From an optimization exercise on the open Yosys and OpenROAD flow, aimed at small area; shortcuts taken in it are not production practice.
The RTL was checked by simulation tests, not by an equivalence proof against the original design.
The clock port is modelled as an ideal driver, which makes a skipped or thinned clock tree look cheaper than it is; a real chip needs a root buffer or a tree.
Power figures rest on the tool's default switching activity, not on a simulated workload.

==> flow/design.v <==
`default_nettype none
package armPkg;
    localparam int DATA_W = 32;
endpackage
`default_nettype wire
`timescale 1ns/1ns
`default_nettype none
module armMulticycle (
    input  logic        clk,
    input  logic        reset,
    input  logic [31:0] readData,
    output logic [31:0] adr,
    output logic [31:0] writeData,
    output logic        memWrite
);
    logic [4:0] ph;
    logic       first;
    logic       w1;
    logic       ph0, ph31;
    assign ph0  = (ph == 5'd0);
    assign ph31 = (ph == 5'd31);
    logic [31:0] rf [0:14];
    logic [31:0] adrr;
    logic [31:0] wd;
    logic [31:0] ir;
    logic [31:0] instr;
    logic        irLoad;
    logic ldI, ldIn, ldW, ldWn;
    assign irLoad = ldI;
    assign instr  = ({32{ldI}} & readData) | ({32{ldIn}} & ir);
    logic [3:0] cond, cmd, rn, rd, rm, rb;
    logic [1:0] cls;
    logic       isDp, isMem, isBr, immBit, sBit, lBit, rd15;
    logic       isAnd, isOrr, isSub, isCmp, isAdd4;
    assign cond   = readData[31:28];
    assign cls    = instr[27:26];
    assign immBit = instr[25];
    assign cmd    = instr[24:21];
    assign sBit   = instr[20];
    assign lBit   = instr[20];
    assign rn     = instr[19:16];
    assign rd     = instr[15:12];
    assign rm     = instr[3:0];
    assign rd15   = (rd == 4'd15);
    assign isDp   = (cls == 2'b00);
    assign isMem  = (cls == 2'b01);
    assign isBr   = (cls == 2'b10);
    assign isAnd  = isDp & (cmd == 4'b0000);
    assign isOrr  = isDp & (cmd == 4'b1100);
    assign isCmp  = (cmd == 4'b1010);
    assign isSub  = isDp & ((cmd == 4'b0010) | isCmp);
    assign isAdd4 = (cmd == 4'b0100);
    logic fn, fz, fc, fv;
    logic pass;
    logic passNow;
    logic passReg;
    assign pass = irLoad ? passNow : passReg;
    always_comb begin
        case (cond)
            4'd0:  passNow = fz;
            4'd1:  passNow = ~fz;
            4'd2:  passNow = fc;
            4'd3:  passNow = ~fc;
            4'd4:  passNow = fn;
            4'd5:  passNow = ~fn;
            4'd6:  passNow = fv;
            4'd7:  passNow = ~fv;
            4'd8:  passNow = fc & ~fz;
            4'd9:  passNow = ~fc | fz;
            4'd10: passNow = (fn == fv);
            4'd11: passNow = (fn != fv);
            4'd12: passNow = ~fz & (fn == fv);
            4'd13: passNow = fz | (fn != fv);
            default: passNow = 1'b1;
        endcase
    end
    logic c4, c8;
    logic c4in, c8in;
    logic k4;
    logic pcTap, s4, s8, m4;
    assign pcTap = adrr[0];
    assign k4    = (ph == 5'd2);
    assign c4in  = ~ph0 & c4;
    assign c8in  = ~ph0 & c8;
    assign s4    = pcTap ^ k4 ^ c4in;
    assign s8    = s4 ^ k4 ^ c8in;
    assign m4    = wd[0] ^ k4 ^ c8in;
    logic [14:0] tap;
    logic        portA, portB;
    for (genvar g = 0; g < 15; g++) begin : gTap
        assign tap[g] = rf[g][0];
    end
    assign rb    = isMem ? rd : rm;
    assign portA = (isBr | (rn == 4'd15)) ? s8 : tap[rn];
    assign portB = (rb == 4'd15) ? s8 : tap[rb];
    logic       dStream;
    logic       bd1, bd2;
    logic [4:0] j;
    logic       immDp, immMem, immBr, immS;
    assign dStream = ph0 ? readData[0] : wd[0];
    assign immMem  = (ph < 5'd12) & dStream;
    assign immBr   = (ph >= 5'd2) & bd2;
    assign j       = ph + {instr[11:8], 1'b0};
    assign immDp   = (j[4:3] == 2'b00) & instr[j[2:0]];
    always_comb begin
        case (cls)
            2'b00:   immS = immDp;
            2'b01:   immS = immMem;
            default: immS = immBr;
        endcase
    end
    logic opB, bx, cin, cout, sum, res;
    logic cy, zacc;
    assign opB  = (isDp & ~immBit) ? portB : immS;
    assign bx   = opB ^ isSub;
    assign cin  = ph0 ? isSub : cy;
    assign sum  = portA ^ bx ^ cin;
    assign cout = (portA & bx) | (portA & cin) | (bx & cin);
    assign res  = isAnd ? (portA & opB) : (isOrr ? (portA | opB) : sum);
    logic run0;
    logic doW1;
    logic pcNext, adrIn;
    logic we;
    logic wbit;
    assign run0   = ~first & ~w1;
    assign doW1   = pass & ~(lBit & rd15);
    assign pcNext = (isBr & pass) ? res : s4;
    always_comb begin
        if (first) begin
            adrIn = 1'b0;
        end else if (w1) begin
            adrIn = (~lBit & rd15) ? m4 : portB;
        end else if (isMem & doW1) begin
            adrIn = res;
        end else begin
            adrIn = pcNext;
        end
    end
    assign we   = w1 ? 1'b1 : (run0 & pass & (isDp ? ~isCmp : isMem));
    assign wbit = w1 ? (lBit ? dStream : wd[0]) : (isMem ? s4 : res);
    always_ff @(posedge clk) begin
        for (int i = 0; i < 15; i++) begin
            rf[i] <= {(we && rd == i[3:0]) ? wbit : rf[i][0], rf[i][31:1]};
        end
        wd      <= {portB, ({31{ldW}} & readData[31:1]) | ({31{ldWn}} & wd[31:1])};
        ldI     <= ph31 & ~(run0 & isMem & doW1);
        ldIn    <= ~(ph31 & ~(run0 & isMem & doW1));
        ldW     <= ph31 & ~(run0 & isMem & ~lBit & pass);
        ldWn    <= ~(ph31 & ~(run0 & isMem & ~lBit & pass));
        ir      <= instr;
        passReg <= pass;
        bd1     <= dStream;
        if (ph < 5'd25 || ph == 5'd31) begin
            bd2 <= bd1;
        end
        c4      <= (pcTap & k4) | (pcTap & c4in) | (k4 & c4in);
        if (w1) begin
            c8 <= ~wd[0] & (k4 | c8in);
        end else begin
            c8 <= (s4 & k4) | (s4 & c8in) | (k4 & c8in);
        end
        cy      <= cout;
        zacc    <= (~ph0 & zacc) | res;
    end
    logic flagWe;
    assign flagWe = run0 & ph31 & isDp & pass & (sBit | isCmp);
    always_ff @(posedge clk or posedge reset) begin
        if (reset) begin
            ph       <= 5'd31;
            first    <= 1'b1;
            adrr     <= 32'd0;
            w1       <= 1'b0;
            memWrite <= 1'b0;
            fn       <= 1'b0;
            fz       <= 1'b0;
            fc       <= 1'b0;
            fv       <= 1'b0;
        end else begin
            ph       <= ph + 5'd1;
            first    <= 1'b0;
            adrr     <= {adrIn, adrr[31:1]};
            memWrite <= run0 & ph31 & isMem & ~lBit & pass;
            if (ph31 && !first) begin
                w1 <= run0 & isMem & doW1;
            end
            if (flagWe) begin
                fn <= res;
                fz <= ~(zacc | res);
                if (isAdd4 | isSub) begin
                    fc <= cout;
                    fv <= cin ^ cout;
                end
            end
        end
    end
    assign adr       = adrr;
    assign writeData = wd;
endmodule
`default_nettype wire
Settings: LEC_CHECK=0, ABC_AREA=1, CAP_MARGIN=20, CORE_MARGIN=2, CORE_UTILIZATION=70, PLACE_DENSITY=0.8, SLEW_MARGIN=20; clock period 8.0 ns.
standard.sh (not shown) runs the stock make flow with config.mk's settings and CLKGATE_MAP_FILE= SYNTH_SCRIPT=/design/flow/synth_recipe.tcl, a recipe that flattens the netlist after the stock synthesis.
==> flow/flow/run.sh <==
#!/bin/bash
# ORFS layout with an area-oriented ABC mapping script, light port buffers
# and a two-level clock tree of its own (flow/cts.tcl in place of ORFS's
# cts.tcl). Each tool's output goes to a log in this folder.
set -euo pipefail
W=$PWD
rm -rf "$W/orfs_scripts"
cp -r "$FLOW_HOME/scripts" "$W/orfs_scripts"
cp "$W/flow/abc_area.script" "$W/orfs_scripts/abc_area.script"
cp "$W/flow/cts.tcl" "$W/orfs_scripts/cts.tcl"
export BUFFER_PORTS_ARGS="-buffer_cell sky130_fd_sc_hd__buf_1"
bash standard.sh SCRIPTS_DIR="$W/orfs_scripts" synth > "$W/synth.log" 2>&1
bash standard.sh SCRIPTS_DIR="$W/orfs_scripts" > "$W/orfs_flow.log" 2>&1
Other scripts of this flow, unchanged in this note and not shown: flow/flow/abc_area.script, flow/flow/cts.tcl
The starting point passed the timing, design-rule and antenna checks.
Edit:
--- a/flow/design.v
+++ b/flow/design.v
@@ -27,7 +27,11 @@
     logic        irLoad;
     logic ldI, ldIn, ldW, ldWn;
-    assign irLoad = ldI;
-    assign instr  = ({32{ldI}} & readData) | ({32{ldIn}} & ir);
-    logic [3:0] cond, cmd, rn, rd, rm, rb;
+    logic [31:0] rdInstr;
+    logic        passNow;
+    assign irLoad  = ldI;
+    assign rdInstr = {readData[31:28], readData[27:26] | {2{~passNow}}, readData[25:4],
+                      readData[25] ? readData[11:8] : readData[3:0]};
+    assign instr   = ({32{ldI}} & rdInstr) | ({32{ldIn}} & ir);
+    logic [3:0] cond, cmd, rn, rd, rm, rot, rb;
     logic [1:0] cls;
     logic       isDp, isMem, isBr, immBit, sBit, lBit, rd15;
@@ -42,4 +46,5 @@
     assign rd     = instr[15:12];
     assign rm     = instr[3:0];
+    assign rot    = instr[3:0];
     assign rd15   = (rd == 4'd15);
     assign isDp   = (cls == 2'b00);
@@ -52,8 +57,4 @@
     assign isAdd4 = (cmd == 4'b0100);
     logic fn, fz, fc, fv;
-    logic pass;
-    logic passNow;
-    logic passReg;
-    assign pass = irLoad ? passNow : passReg;
     always_comb begin
         case (cond)
@@ -95,12 +96,13 @@
     assign portB = (rb == 4'd15) ? s8 : tap[rb];
     logic       dStream;
-    logic       bd1, bd2;
+    logic       wdIn;
     logic [4:0] j;
     logic       immDp, immMem, immBr, immS;
     assign dStream = ph0 ? readData[0] : wd[0];
     assign immMem  = (ph < 5'd12) & dStream;
-    assign immBr   = (ph >= 5'd2) & bd2;
-    assign j       = ph + {instr[11:8], 1'b0};
-    assign immDp   = (j[4:3] == 2'b00) & instr[j[2:0]];
+    assign immBr   = (ph >= 5'd26) ? instr[23] : ((ph >= 5'd2) & wd[30]);
+    assign wdIn    = isMem ? portB : dStream;
+    assign j       = ph + {rot, 1'b0};
+    assign immDp   = (j[4:3] == 2'b00) & (ph0 ? readData[{rot[1:0], 1'b0}] : wd[{rot, 1'b0}]);
     always_comb begin
         case (cls)
@@ -124,6 +126,6 @@
     logic wbit;
     assign run0   = ~first & ~w1;
-    assign doW1   = pass & ~(lBit & rd15);
-    assign pcNext = (isBr & pass) ? res : s4;
+    assign doW1   = ~(lBit & rd15);
+    assign pcNext = isBr ? res : s4;
     always_comb begin
         if (first) begin
@@ -137,5 +139,5 @@
         end
     end
-    assign we   = w1 ? 1'b1 : (run0 & pass & (isDp ? ~isCmp : isMem));
+    assign we   = w1 ? 1'b1 : (run0 & (isDp ? ~isCmp : isMem));
     assign wbit = w1 ? (lBit ? dStream : wd[0]) : (isMem ? s4 : res);
     always_ff @(posedge clk) begin
@@ -143,15 +145,10 @@
             rf[i] <= {(we && rd == i[3:0]) ? wbit : rf[i][0], rf[i][31:1]};
         end
-        wd      <= {portB, ({31{ldW}} & readData[31:1]) | ({31{ldWn}} & wd[31:1])};
+        wd      <= {wdIn, ({31{ldW}} & readData[31:1]) | ({31{ldWn}} & wd[31:1])};
         ldI     <= ph31 & ~(run0 & isMem & doW1);
         ldIn    <= ~(ph31 & ~(run0 & isMem & doW1));
-        ldW     <= ph31 & ~(run0 & isMem & ~lBit & pass);
-        ldWn    <= ~(ph31 & ~(run0 & isMem & ~lBit & pass));
+        ldW     <= ph31 & ~(run0 & isMem & ~lBit);
+        ldWn    <= ~(ph31 & ~(run0 & isMem & ~lBit));
         ir      <= instr;
-        passReg <= pass;
-        bd1     <= dStream;
-        if (ph < 5'd25 || ph == 5'd31) begin
-            bd2 <= bd1;
-        end
         c4      <= (pcTap & k4) | (pcTap & c4in) | (k4 & c4in);
         if (w1) begin
@@ -164,5 +161,5 @@
     end
     logic flagWe;
-    assign flagWe = run0 & ph31 & isDp & pass & (sBit | isCmp);
+    assign flagWe = run0 & ph31 & isDp & (sBit | isCmp);
     always_ff @(posedge clk or posedge reset) begin
         if (reset) begin
@@ -171,5 +168,4 @@
             adrr     <= 32'd0;
             w1       <= 1'b0;
-            memWrite <= 1'b0;
             fn       <= 1'b0;
             fz       <= 1'b0;
@@ -180,5 +176,4 @@
             first    <= 1'b0;
             adrr     <= {adrIn, adrr[31:1]};
-            memWrite <= run0 & ph31 & isMem & ~lBit & pass;
             if (ph31 && !first) begin
                 w1 <= run0 & isMem & doW1;
@@ -194,4 +189,5 @@
         end
     end
+    assign memWrite  = w1 & ph0 & ~ir[20];
     assign adr       = adrr;
     assign writeData = wd;
The changed run finished clean.
Register-to-register slack got worse by 0.32 ns.
Die area shrinks slightly.
Sequential power shrinks slightly.
Final area shrinks slightly.
Worst setup slack got worse by 0.51 ns.
Cell count shrinks slightly.
Via count shrinks slightly.
No run of this note takes its clock network from TritonCTS; it comes from the design's own scripts or RTL.

-- port drivers added, routing unchanged --
The results above use ideal ports. As a check the final layouts listed here were re-extracted and re-timed, cells and wires unchanged.
Step 1 sets driving cells, clkbuf_16 on the clock port and buf_2 on the other inputs (assumed; they add their load-dependent delay and slew).
Step 2 adds t to the input delays and takes it off the output delays; t is the mean of the earliest and latest rising clock arrival at the registers after step 1. Input paths then give back, and output paths get back, about the clock's delay inside the block.
Slacks: ideal ports / drivers / drivers and shift; pairs: ideal ports / drivers.
| run | t, ns | setup slack, ns | hold WS [ns] | worst setup path at the end | cell pins on the clock port's net |
|---|---|---|---|---|---|
| the first run | 0.684 | 1.868 / 1.883 / 1.199 | 0.335 / 0.335 / 0.335 | input to register | 1 |
| the second run | 0.694 | 1.363 / 1.378 / 0.684 | 0.330 / 0.330 / 0.330 | input to register | 1 |
After both steps every run listed still meets setup and hold. The setup slack of the second run, which loses most, moves by +0.015 ns with the drivers and by -0.679 ns with both steps.
